From an optimization exercise on the open Yosys and OpenROAD flow, aimed at small area, a short achievable clock period and few clock cycles; shortcuts taken in it are not production practice. Function was checked by simulation only, so behaviour that the tests miss may differ from the original. Power and IR drop assume default switching activity.

Design ambient_light_backlight_controller, start of the top module:
module ambient_light_backlight_controller (
   input  logic       clock,
   input  logic       reset,
   input  logic        req_valid,
   output logic        req_ready,
   input  logic        req_kind,
   input  logic [15:0] req_lux_sample,
   input  logic        req_auto_mode,
   input  logic        req_slider_valid,
   input  logic [7:0]  req_slider_level,
   output logic        rsp_valid,
   input  logic        rsp_ready,
   output logic [9:0]  rsp_backlight_level,
   output logic        rsp_level_written,
   output logic [9:0]  rsp_target_level,
   output logic [15:0] rsp_filtered_lux,
   input  logic       csr_wr_en,
   input  logic [2:0] csr_index,
   input  logic [9:0] csr_wr_data
);
For scale: ~52000 µm² of cells after synthesis.
export LEC_CHECK = 0
export CAP_MARGIN = 20
export CORE_MARGIN = 2
export CORE_UTILIZATION = 40
export SETUP_SLACK_MARGIN = 1.5
export SLEW_MARGIN = 20
create_clock -name core_clock -period 10.0 [get_ports {clock}]
run.sh (not shown) runs the stock make flow with config.mk's settings and CLKGATE_MAP_FILE= SYNTH_SCRIPT=/design/flow/synth_recipe.tcl, a recipe that flattens the netlist after the stock synthesis.
Testbench counts at the start, summed over its fixed seeds: cycles 3,920.
Then changed:
Settings changed: ABC_AREA set to 1, SETUP_SLACK_MARGIN 1.5 to 2.5.
The new run ran to the end with no violations. Worst setup slack is better by 1.1 ns. Count of clock-buffer cells in the layout does not change. Synthesized cell count went up by about a fifth. Die area went up slightly. Combinational power went up by a few percent. Non-clock buffer count went down by 28. Critical path depth went up by 7. Final cell count went up by roughly a tenth. Core utilization went down by 0.15 points.
Then changed:
Settings changed: SETUP_SLACK_MARGIN 2.5 to 2.0.
=> Setup slack is better by 0.011 ns; critical path depth climbs by 2; worst hold slack is better by 0.0073 ns; count of clock-buffer cells in the layout drops by 4; global-route usage drops by 0.38 points.
Then changed:
Settings changed: SETUP_SLACK_MARGIN 2.0 to 3.5.
Outcome: Synthesized area is unchanged; global-route usage increases by 1.8 points; hold slack gets worse by 0.014 ns.

* * *

ambient_light_backlight_controller, a different RTL version from the one above (not shown whole).
Size: roughly 84 I/O pins.
clock: 10.0 ns
lec_check: 0
abc_area: 1
cap_margin: 20
core_margin: 2
core_utilization: 40
place_density: 0.75
setup_slack_margin: 2.0
slew_margin: 20
Testbench counts at the start, summed over its fixed seeds: cycles 3,925.
Then changed:
--- a/flow/config.mk
+++ b/flow/config.mk
@@ -10,5 +10,5 @@
 export CORE_MARGIN = 2
 export CORE_UTILIZATION = 40
-export PLACE_DENSITY = 0.75
+export PLACE_DENSITY = 0.85
 export SETUP_SLACK_MARGIN = 2.0
 export SLEW_MARGIN = 20
=>
- total power came out higher by about 0.33%
- via count rises by about 1.3%
- sequential power barely changes
- fmax drops by 2.6%
- synthesized cell count stays the same
- utilization barely changes
- global-route usage goes down by 0.59 points
Then changed:
--- a/flow/config.mk
+++ b/flow/config.mk
@@ -7,8 +7,7 @@
 export LEC_CHECK = 0
 export ABC_AREA = 1
-export CAP_MARGIN = 20
+export CAP_MARGIN = 5
 export CORE_MARGIN = 2
 export CORE_UTILIZATION = 40
-export PLACE_DENSITY = 0.85
 export SETUP_SLACK_MARGIN = 2.0
-export SLEW_MARGIN = 20
+export SLEW_MARGIN = 5
=>
- combinational power is about the same
- clock skew rises by 0.022 ns
- synthesized area stays the same
- worst setup slack improves by 0.17 ns
- total power rises by 1.7%
Then changed:
--- a/flow/config.mk
+++ b/flow/config.mk
@@ -7,7 +7,7 @@
 export LEC_CHECK = 0
 export ABC_AREA = 1
-export CAP_MARGIN = 5
+export CAP_MARGIN = 20
 export CORE_MARGIN = 2
 export CORE_UTILIZATION = 40
 export SETUP_SLACK_MARGIN = 2.0
-export SLEW_MARGIN = 5
+export SLEW_MARGIN = 20
Result: The new run finished with timing, DRC and antenna clean; final cell count is about the same; count of clock-buffer cells in the layout shrinks by 1; critical path depth shrinks by 5; first-iteration DRC count grows by 1.6%; non-clock buffer count shrinks by 7; power shrinks by 1.1%; routed wire length shrinks by 0.44%; final area shrinks by 0.56%.

re-timing with driven ports:
The flow's constraints put no driver on any port. The routed layouts listed below were extracted and timed again, unchanged, in two steps.
Step 1 (the two cells are an assumption about what drives the block):
set clk [get_ports {clock}]
set_driving_cell -lib_cell sky130_fd_sc_hd__clkbuf_16 $clk
set_driving_cell -lib_cell sky130_fd_sc_hd__buf_2 [delete_from_list [all_inputs] $clk]
Step 2 moves the port delays by t, midway between the first and last clock arrival at a register: inputs arrive t later, outputs are due t later. That takes back most of the time a late clock gives input paths.
a / b / c = ideal ports / drivers / drivers and shift; a / b = the first two.
run	t (ns)	slack for setup (ns)	slew at the worst register clock pin (ns)	cell pins on the clock port's net
the first run of note 1	0.733	1.173 / 1.096 / 1.613	0.07 / 0.07	1
the second run of note 1	0.734	2.250 / 2.176 / 2.909	0.07 / 0.07	1
the third run of note 1	0.711	2.261 / 2.187 / 2.477	0.07 / 0.07	1
the fourth run of note 1	0.738	2.219 / 2.142 / 2.881	0.06 / 0.06	1
the first run of note 2	0.699	2.200 / 2.132 / 2.449	0.07 / 0.07	1
the second run of note 2	0.737	1.994 / 1.923 / 2.246	0.07 / 0.07	1
the third run of note 2	0.752	2.159 / 2.090 / 2.414	0.07 / 0.07	1
the fourth run of note 2	0.740	2.207 / 2.138 / 2.271	0.07 / 0.07	1
After both steps every run listed still meets setup and hold.
